From an optimization exercise on the open Yosys and OpenROAD flow, aimed at small area, a short achievable clock period and few clock cycles; shortcuts taken in it are not production practice. RTL that was checked went through simulation tests only; none was proved equivalent to the original. No activity file was given, so power comes from the tool's default toggle rates.

Setup of main:
==> flow/design.v (excerpt) <==
module laser_stripe_center_extract (
  input  logic                clk,
  input  logic                rst_n,
  input  logic                in_push,
  output logic                in_full,
  input  logic [7:0]          in_pixel,
  input  logic                in_row_end,
  input  logic                in_frame_end,
  output logic                out_empty,
  input  logic                out_pop,
  output logic [lsce_pkg::ROW_W-1:0]    out_row_number,
  output logic                out_found,
  output logic [lsce_pkg::CENTRE_W-1:0] out_centre_q8,
  output logic                out_last,
  input  logic                cfg_valid,
  output logic                cfg_ready,
  input  logic [1:0]          cfg_index,
  input  logic [12:0]         cfg_data
);
Size: roughly 350 flip-flops.
clock: 8.0 ns
lec_check: 0
cap_margin: 20
core_margin: 2
core_utilization: 40
setup_slack_margin: 4.5
slew_margin: 20
run.sh (not shown) runs the stock make flow with config.mk's settings and CLKGATE_MAP_FILE= SYNTH_SCRIPT=/design/flow/synth_recipe.tcl, a recipe that flattens the netlist after the stock synthesis.
main has completed all stages; timing, DRC and antenna checks passed.
Testbench counts of main, summed over its fixed seeds: cycles 36,155.
## Diff of input files: the feature branch against main
--- a/flow/design.v
+++ b/flow/design.v
@@ -35,65 +35,59 @@
   logic       in_full_r;
   logic       v_r, re_r, fe_r;
   logic signed [8:0] g_r;
   logic [7:0] ip0_r, ip1_r;    
   logic [1:0] pos_r;           
   logic [12:0] col_r;
-  logic        colnz_r, first_r;    
   logic signed [8:0] prev_r, pk1_r, tr1_r;
   logic [8:0]  x_r, yq_r, uq_r, w_r;
   logic        ppend_r, tpend_r;
   logic [11:0] pkc_r, trc_r;
   logic        fin1_r, fin2_r, fin_n1_r, fin_last_r;
   logic        pass_a_r, pass_lo_r, pass_hi_r;
   logic accept, hold, go, take, first, in_room;
   logic signed [9:0] dp, dt, dg;
   logic cap_p, cap_t;
   logic [12:0] col_n;
-  logic fin1_n, fin2_n, v_n, re_n, colnz_n;
+  logic fin1_n, fin2_n, v_n, re_n;
   assign in_full = in_full_r;
   assign accept  = in_push && !in_full_r;
   assign in_room = !col_r[12];
-  assign hold    = v_r && (fin1_r || (fin2_r && !job_ready)) && (re_r || colnz_r);
+  assign hold    = v_r && (fin1_r || (fin2_r && !job_ready)) && (re_r || col_r != '0);
   assign go      = v_r && !hold;
-  assign take    = go && in_room && colnz_r;
-  assign first   = first_r;
+  assign take    = go && in_room && col_r != '0;
+  assign first   = col_r == 13'd1;
   assign dp      = 10'(g_r) - 10'(pk1_r);
   assign dt      = 10'(g_r) - 10'(tr1_r);
   assign dg      = 10'(g_r) - 10'(prev_r);
   assign cap_p   = first || !dp[9];
   assign cap_t   = first || dt[9];
   always_comb begin
     col_n = col_r;
     if (go) begin
       if (re_r) col_n = '0;
       else if (in_room) col_n = col_r + 13'd1;
     end
-    colnz_n = go ? !re_r : colnz_r;
     fin1_n = go && re_r;
     fin2_n = fin1_r || (fin2_r && !job_ready);
     v_n   = hold ? 1'b1 : accept;
     re_n  = hold ? re_r : in_row_end;
   end
   always_ff @(posedge clk) begin
     if (!rst_n) begin
       in_full_r <= 1'b0;
       v_r <= 1'b0;
       pos_r <= '0;
       col_r <= '0;
-      colnz_r <= 1'b0;
-      first_r <= 1'b0;
       fin1_r <= 1'b0;
       fin2_r <= 1'b0;
     end else begin
-      in_full_r <= v_n && (fin1_n || (fin2_n && !job_ready_nxt)) && (re_n || colnz_n);
+      in_full_r <= v_n && (fin1_n || (fin2_n && !job_ready_nxt)) && (re_n || col_n != '0);
       v_r <= v_n;
       if (accept) pos_r <= in_row_end ? 2'd0 : (pos_r == 2'd0 ? 2'd1 : 2'd2);
       col_r <= col_n;
-      colnz_r <= colnz_n;
-      if (go) first_r <= !re_r && !colnz_r;
       fin1_r <= fin1_n;
       fin2_r <= fin2_n;
     end
   end
   always_ff @(posedge clk) begin
     if (!hold) begin
@@ -103,13 +97,13 @@
     end
     if (accept) begin
       ip1_r <= ip0_r;
       ip0_r <= in_pixel;
     end
     if (go && re_r) begin
-      fin_n1_r <= !colnz_r;
+      fin_n1_r <= col_r == '0;
       fin_last_r <= fe_r;
     end
     if (fin1_r) begin
       pass_a_r <= pass_a;
       pass_lo_r <= !wlo[13];
       pass_hi_r <= !whi[13];
@@ -266,24 +260,22 @@
   logic [19:0] d_r;
   logic [7:0]  q_r;
   logic [12:0] s1_r;
   logic        pop;
   logic [20:0] t, diff;
   logic        qb;
-  logic [19:0] c0, c1, r1, r0;
+  logic [19:0] c0, c1;
   assign pop  = out_pop && done_r;
   assign take = job_done && (!valid_r || pop);
   assign out_empty = !done_r;
   assign out_centre_q8 = r_r;
   assign t = {r_r, sb_r};
   assign diff = t - {1'b0, d_r};
   assign qb = !diff[20];
   assign c0 = {s1_r, q_r[6:0]} + {12'd0, q_r[7], 7'd0};
   assign c1 = c0 + 20'd1;
-  assign r1 = cnt_r == 4'd8 ? c1 : diff[19:0];
-  assign r0 = cnt_r == 4'd8 ? c0 : t[19:0];
   always_ff @(posedge clk) begin
     if (!rst_n) begin
       valid_r <= 1'b0;
       done_r <= 1'b0;
     end else if (take) begin
       valid_r <= 1'b1;
@@ -304,14 +296,18 @@
       r_r <= job_found ? {1'b0, job_e[19:1]} : 20'd0;
       sb_r <= job_e[0];
       cnt_r <= '0;
     end else if (valid_r && !done_r) begin
       cnt_r <= cnt_r + 4'd1;
       sb_r <= 1'b0;
-      r_r <= qb ? r1 : r0;
-      if (cnt_r != 4'd8) q_r <= {q_r[6:0], qb};
+      if (cnt_r == 4'd8) begin
+        r_r <= qb ? c1 : c0;
+      end else begin
+        r_r <= qb ? diff[19:0] : t[19:0];
+        q_r <= {q_r[6:0], qb};
+      end
     end
   end
 endmodule
 module laser_stripe_center_extract (
   input  logic                clk,
   input  logic                rst_n,
### Flow results
Relative to main, the relative slew slack of the feature branch is lower by 3.5 points. In the metrics for the feature branch and main, the one carrying the higher core utilization is the feature branch. Changes observed in the feature branch relative to main: longest individual stage delay on the worst path went down by 0.13 ns, data arrival at the endpoint of the critical path up 0.11 ns, non-clock buffer count now larger, logic gate share of total power flat. From main to the feature branch the numbers moved as follows: aggregate routed wire length decreased about 1.2%, sequential share of layout area shrank by 0.46 points, die area lost 1.3%, final hold slack barely changed, clock buffer count in the final layout +about 10%. Taking main as the reference, in the feature branch H-tree depth roughly the same, critical path depth higher, total power of the final layout higher.
Testbench counts of the feature branch, summed over its fixed seeds: cycles 36,155.

* * *

Another version of the RTL of laser_stripe_center_extract (not shown whole).
Size in the first run: roughly 2000 cells after synthesis, roughly 350 flip-flops, roughly 21000 um^2 of cells after synthesis.
## laser_stripe_center_extract
module laser_stripe_center_extract (
  input  logic                clk,
  input  logic                rst_n,
  input  logic                in_push,
  output logic                in_full,
  input  logic [7:0]          in_pixel,
  input  logic                in_row_end,
  input  logic                in_frame_end,
  output logic                out_empty,
  input  logic                out_pop,
  output logic [lsce_pkg::ROW_W-1:0]    out_row_number,
  output logic                out_found,
  output logic [lsce_pkg::CENTRE_W-1:0] out_centre_q8,
  output logic                out_last,
  input  logic                cfg_valid,
  output logic                cfg_ready,
  input  logic [1:0]          cfg_index,
  input  logic [12:0]         cfg_data
);
clock: 8.0 ns
lec_check: 0
cap_margin: 20
core_margin: 2
core_utilization: 40
cts_buf_list: sky130_fd_sc_hd__clkbuf_8
cts_cluster_diameter: 70
cts_cluster_size: 12
setup_slack_margin: 4.65
slew_margin: 20
Testbench counts at the start, summed over its fixed seeds: cycles 35,831.
Next try:
--- a/flow/design.v
+++ b/flow/design.v
@@ -39,17 +39,16 @@
   logic [1:0] pos_r;           
   logic [12:0] col_r;
   logic        colnz_r, first_r;    
   logic signed [8:0] prev_r, pk1_r, tr1_r;
   logic [8:0]  x_r, yq_r, uq_r, w_r;
   logic        ppend_r, tpend_r;
   logic [11:0] pkc_r, trc_r;
   logic        fin_r, fin_n1_r, fin_last_r;
-  logic [2:0]  pf_r;    
   logic accept, hold, go, take, first, in_room;
   logic signed [9:0] dp, dt, dg;
   logic cap_p, cap_t;
   logic [12:0] col_n;
   logic fin_n, v_n, re_n, colnz_n;
   assign in_full = in_full_r;
   assign accept  = in_push && !in_full_r;
   assign in_room = !col_r[12];
@@ -101,19 +100,16 @@
     if (accept) begin
       ip1_r <= ip0_r;
       ip0_r <= in_pixel;
     end
     if (go && re_r) begin
       fin_n1_r <= !colnz_r;
       fin_last_r <= fe_r;
     end
-    pf_r <= {pass_a,
-             !sign3(op_trc, ~op_pkc, ~op_wmin, 1'b1),     
-             !sign3(op_wmax, ~op_trc, op_pkc, 1'b0)};     
     if (take) begin
       prev_r <= g_r;
       ppend_r <= cap_p;
       tpend_r <= cap_t;
       if (ppend_r) yq_r <= ~dp[8:0];
       if (tpend_r) w_r <= dt[8:0];
       if (cap_p) begin
         pk1_r <= g_r;
@@ -122,52 +118,36 @@
       end
       if (cap_t) begin
         tr1_r <= g_r;
         uq_r <= ~dg[8:0];
         trc_r <= col_r[11:0];
       end
     end
   end
-  function automatic logic sign3(input logic [13:0] a, input logic [13:0] b, input logic [13:0] c,
-                                 input logic two);
-    logic [13:0] s, k;
-    logic cy;
-    s = a ^ b ^ c;
-    k = (a & b) | (a & c) | (b & c);
-    cy = two ? 1'b0 : s[0];
-    for (int i = 1; i < 13; i++) begin
-      logic bi;
-      bi = (i == 1) ? two : 1'b0;
-      cy = (s[i] & k[i-1]) | (cy & (s[i] ^ k[i-1])) | (bi & (s[i] | k[i-1] | cy));
-    end
-    sign3 = s[13] ^ k[12] ^ cy;
-  endfunction
   logic pass_a;
   logic signed [10:0] thr_s;
-  logic [13:0] op_trc, op_pkc, op_wmin, op_wmax;
+  logic signed [13:0] wlo, whi;
   logic signed [10:0] tlo, thi;
   always_comb begin
     thr_s = $signed({2'b00, thr});
-    op_trc = {2'b00, trc_r};
-    op_pkc = {2'b00, pkc_r};
-    op_wmin = 14'(wmin);
-    op_wmax = 14'(wmax);
+    wlo = $signed({2'b00, trc_r}) - $signed({2'b00, pkc_r}) - 14'(wmin);    
+    whi = 14'(wmax) - $signed({2'b00, trc_r}) + $signed({2'b00, pkc_r});    
     tlo = 11'(pk1_r) - thr_s;                                               
     thi = 11'sd0 - 11'(tr1_r) - thr_s;                                      
     pass_a = !fin_n1_r && (pk1_r > 9'sd0) && (tr1_r <= 9'sd0)
              && !tlo[10] && !thi[10] && (pkc_r != 12'd1) && (trc_r != 12'd1);
   end
   assign job_valid = fin_r;
   assign job_x     = x_r;
   assign job_uq    = uq_r;
   assign job_a     = {1'b0, x_r} + {1'b0, ppend_r ? pk1_r : yq_r} + {9'd0, !ppend_r};
   assign job_b     = {1'b0, uq_r} + {1'b0, tpend_r ? ~tr1_r : w_r} + {8'd0, tpend_r, !tpend_r};
   assign job_s1    = {1'b0, pkc_r} + {1'b0, trc_r} - 13'd3;
-  assign job_found = pf_r;    
+  assign job_found = {pass_a, !wlo[13], !whi[13]};
   assign job_last  = fin_last_r;
 endmodule
 module lsce_mul (
   input  logic        clk,
   input  logic        rst_n,
   input  logic        load,
   input  logic [8:0]  ld_x,
   input  logic [8:0]  ld_uq,
@@ -183,17 +163,16 @@
   output logic [19:0] d,
   output logic [19:0] e,
   output logic [12:0] s1,
   output logic        found,
   output logic        last
 );
   logic        valid_r, done_r;
   logic [2:0]  found_r;
-  logic        new_r;    
   logic [2:0]  cnt_r;
   logic [8:0]  x_r;
   logic [9:0]  a_r;
   logic signed [10:0] accd_r;
   logic signed [11:0] acce_r;
   logic [11:0] bq_r, uq_r;    
   logic [2:0]  db_r, du_r;      
   function automatic logic [2:0] booth(input logic b1, input logic b0, input logic bm);
@@ -223,37 +202,34 @@
       valid_r <= 1'b0;
       done_r <= 1'b0;
     end else if (load) begin
       valid_r <= 1'b1;
       done_r <= 1'b0;
     end else if (take) begin
       valid_r <= 1'b0;
       done_r <= 1'b0;
-    end else if (valid_r && !done_r && ((!new_r && !found) || cnt_r == 3'd5)) begin
+    end else if (valid_r && !done_r && (!found || cnt_r == 3'd5)) begin
       done_r <= 1'b1;
     end
   end
   always_ff @(posedge clk) begin
     db_r <= load ? booth(ld_b[1], ld_b[0], 1'b0) : booth(bq_r[3], bq_r[2], bq_r[1]);
     du_r <= load ? booth(ld_uq[1], ld_uq[0], 1'b0) : booth(uq_r[3], uq_r[2], uq_r[1]);
   end
   always_ff @(posedge clk) begin
-    new_r <= load;
-    if (new_r) found_r <= ld_found;
-  end
-  always_ff @(posedge clk) begin
     if (load) begin
       x_r <= ld_x;
       a_r <= ld_a;
       accd_r <= '0;
       acce_r <= 12'(ld_a);
       bq_r <= {2'b0, ld_b};
       uq_r <= {3'b0, ld_uq};
       s1 <= ld_s1;
+      found_r <= ld_found;
       last <= ld_last;
       cnt_r <= '0;
     end else if (valid_r && !done_r) begin
       accd_r <= sum_d[12:2];
       acce_r <= sum_e[13:2];
       bq_r <= {sum_d[1:0], bq_r[11:2]};
       uq_r <= {sum_e[1:0], uq_r[11:2]};
       cnt_r <= cnt_r + 3'd1;
After rerunning:
- setup slack is worse by 0.036 ns
- global-route usage goes down by 0.19 points
- synthesized cell count came out higher by 5.3%
- critical path depth rose by 3
- clock-buffer cell count went down by 1
- sequential cell count decreases by 4
- routed wire length increases by 3.9%
The RTL of the second run of this note was laid out without a check of its function.

* * *

rev 12:
laser_stripe_center_extract, a different RTL version from the one above (not shown whole).
Size in the first run: roughly 2,200 cells after synthesis, about 350 flip-flops, roughly 67 I/O pins.
export LEC_CHECK = 0
export CAP_MARGIN = 20
export CORE_MARGIN = 2
export CORE_UTILIZATION = 40
export CTS_BUF_LIST = sky130_fd_sc_hd__clkbuf_8
export CTS_CLUSTER_DIAMETER = 70
export CTS_CLUSTER_SIZE = 12
export SETUP_SLACK_MARGIN = 4.8
export SLEW_MARGIN = 20
create_clock -name core_clock -period 8.0 [get_ports {clk}]
Rev 12 reached the final stage; the timing, DRC and antenna checks on its layout passed.
Testbench counts of rev 12, summed over its fixed seeds: cycles 35,831.
### rev 12 -> rev 13
diff --git a/flow/design.v b/flow/design.v
--- a/flow/design.v
+++ b/flow/design.v
@@ -38,19 +38,18 @@
   logic [7:0] ip0_r, ip1_r;    
   logic [1:0] pos_r;           
   logic [12:0] col_r;
   logic        colnz_r, first_r;    
   logic signed [8:0] prev_r, pk1_r, tr1_r;
   logic [8:0]  x_r, yq_r, uq_r, w_r;
   logic        ppend_r, tpend_r;
   logic [11:0] pkc_r, trc_r;
   logic        fin_r, fin_n1_r, fin_last_r;
-  logic [2:0]  pf_r;    
   logic accept, hold, go, take, first, in_room;
   logic signed [9:0] dp, dt, dg;
   logic cap_p, cap_t;
   logic [12:0] col_n;
   logic fin_n, v_n, re_n, colnz_n;
   assign in_full = in_full_r;
   assign accept  = in_push && !in_full_r;
   assign in_room = !col_r[12];
   assign hold    = v_r && fin_r && !job_ready && (re_r || colnz_r);
@@ -100,19 +99,18 @@
     end
     if (accept) begin
       ip1_r <= ip0_r;
       ip0_r <= in_pixel;
     end
     if (go && re_r) begin
       fin_n1_r <= !colnz_r;
       fin_last_r <= fe_r;
     end
-    pf_r <= {pass_a, !wlo[13], !whi[13]};
     if (take) begin
       prev_r <= g_r;
       ppend_r <= cap_p;
       tpend_r <= cap_t;
       if (ppend_r) yq_r <= ~dp[8:0];
       if (tpend_r) w_r <= dt[8:0];
       if (cap_p) begin
         pk1_r <= g_r;
         x_r <= dg[8:0];
@@ -138,19 +136,19 @@
     pass_a = !fin_n1_r && (pk1_r > 9'sd0) && (tr1_r <= 9'sd0)
              && !tlo[10] && !thi[10] && (pkc_r != 12'd1) && (trc_r != 12'd1);
   end
   assign job_valid = fin_r;
   assign job_x     = x_r;
   assign job_uq    = uq_r;
   assign job_a     = {1'b0, x_r} + {1'b0, ppend_r ? pk1_r : yq_r} + {9'd0, !ppend_r};
   assign job_b     = {1'b0, uq_r} + {1'b0, tpend_r ? ~tr1_r : w_r} + {8'd0, tpend_r, !tpend_r};
   assign job_s1    = {1'b0, pkc_r} + {1'b0, trc_r} - 13'd3;
-  assign job_found = pf_r;    
+  assign job_found = {pass_a, !wlo[13], !whi[13]};
   assign job_last  = fin_last_r;
 endmodule
 module lsce_mul (
   input  logic        clk,
   input  logic        rst_n,
   input  logic        load,
   input  logic [8:0]  ld_x,
   input  logic [8:0]  ld_uq,
   input  logic [9:0]  ld_a,
@@ -164,19 +162,18 @@
   output logic        valid_nxt,
   output logic [19:0] d,
   output logic [19:0] e,
   output logic [12:0] s1,
   output logic        found,
   output logic        last
 );
   logic        valid_r, done_r;
   logic [2:0]  found_r;
-  logic        new_r;    
   logic [2:0]  cnt_r;
   logic [8:0]  x_r;
   logic [9:0]  a_r;
   logic signed [10:0] accd_r;
   logic signed [11:0] acce_r;
   logic [11:0] bq_r, uq_r;    
   logic [2:0]  db_r, du_r;      
   function automatic logic [2:0] booth(input logic b1, input logic b0, input logic bm);
     booth[0] = b0 ^ bm;
@@ -204,39 +201,36 @@
     if (!rst_n) begin
       valid_r <= 1'b0;
       done_r <= 1'b0;
     end else if (load) begin
       valid_r <= 1'b1;
       done_r <= 1'b0;
     end else if (take) begin
       valid_r <= 1'b0;
       done_r <= 1'b0;
-    end else if (valid_r && !done_r && ((!new_r && !found) || cnt_r == 3'd5)) begin
+    end else if (valid_r && !done_r && (!found || cnt_r == 3'd5)) begin
       done_r <= 1'b1;
     end
   end
   always_ff @(posedge clk) begin
     db_r <= load ? booth(ld_b[1], ld_b[0], 1'b0) : booth(bq_r[3], bq_r[2], bq_r[1]);
     du_r <= load ? booth(ld_uq[1], ld_uq[0], 1'b0) : booth(uq_r[3], uq_r[2], uq_r[1]);
   end
   always_ff @(posedge clk) begin
-    new_r <= load;
-    if (new_r) found_r <= ld_found;
-  end
-  always_ff @(posedge clk) begin
     if (load) begin
       x_r <= ld_x;
       a_r <= ld_a;
       accd_r <= '0;
       acce_r <= 12'(ld_a);
       bq_r <= {2'b0, ld_b};
       uq_r <= {3'b0, ld_uq};
       s1 <= ld_s1;
+      found_r <= ld_found;
       last <= ld_last;
       cnt_r <= '0;
     end else if (valid_r && !done_r) begin
       accd_r <= sum_d[12:2];
       acce_r <= sum_e[13:2];
       bq_r <= {sum_d[1:0], bq_r[11:2]};
       uq_r <= {sum_e[1:0], uq_r[11:2]};
       cnt_r <= cnt_r + 3'd1;
     end
## What came out
Tap cell count on rev 13 is down relative to rev 12. In the tables for rev 12 and rev 13, combinational share of power reads lower with rev 12. Delta (rev 13 minus rev 12): cell area after technology mapping -1.1%, summed area of non-filler cells in the final layout comparable, clock buffer instance count of the final layout decreased 2, post-detailed-route wirelength per cell now smaller. Overall routing resource usage delta for rev 13 relative to rev 12: 0.39 points lower. Looking at logic depth of the worst setup path including buffers, rev 13 sits 1 higher than rev 12 does. Of rev 12 and rev 13, the run reporting the lower area of combinational cells with multiple inputs was rev 12.
The RTL of rev 13 was laid out without a check of its function.

afterwards: timing with drivers on the ports:
How much do the figures lean on ideal ports? The routed layouts below were timed once more, with nothing changed but the port constraints. Step 1 assumes that a clkbuf_16 drives the clock port and a buf_2 every other input. Step 2 also shifts input and output timing later by t, the mid clock arrival at the registers, as if the neighbouring blocks saw the same clock. Slacks: ideal / step 1 / step 2; pairs: ideal / step 1.
run | shift t [ns] | setup slack, ns | pins driven straight from the clock port
main | 0.605 | 4.621 / 4.621 / 4.135 | 1
the feature branch | 0.611 | 4.597 / 4.597 / 4.028 | 1
the first run of note 2 | 0.653 | 4.714 / 4.702 / 4.127 | 1
the second run of note 2 | 0.643 | 4.678 / 4.678 / 4.185 | 1
rev 12 | 0.648 | 4.678 / 4.678 / 4.282 | 1
rev 13 | 0.643 | 4.754 / 4.754 / 4.309 | 1
After both steps every run listed still meets setup and hold. For the first run of note 2, which loses most, drivers alone change the setup slack by -0.012 ns; drivers and shift together by -0.587 ns.
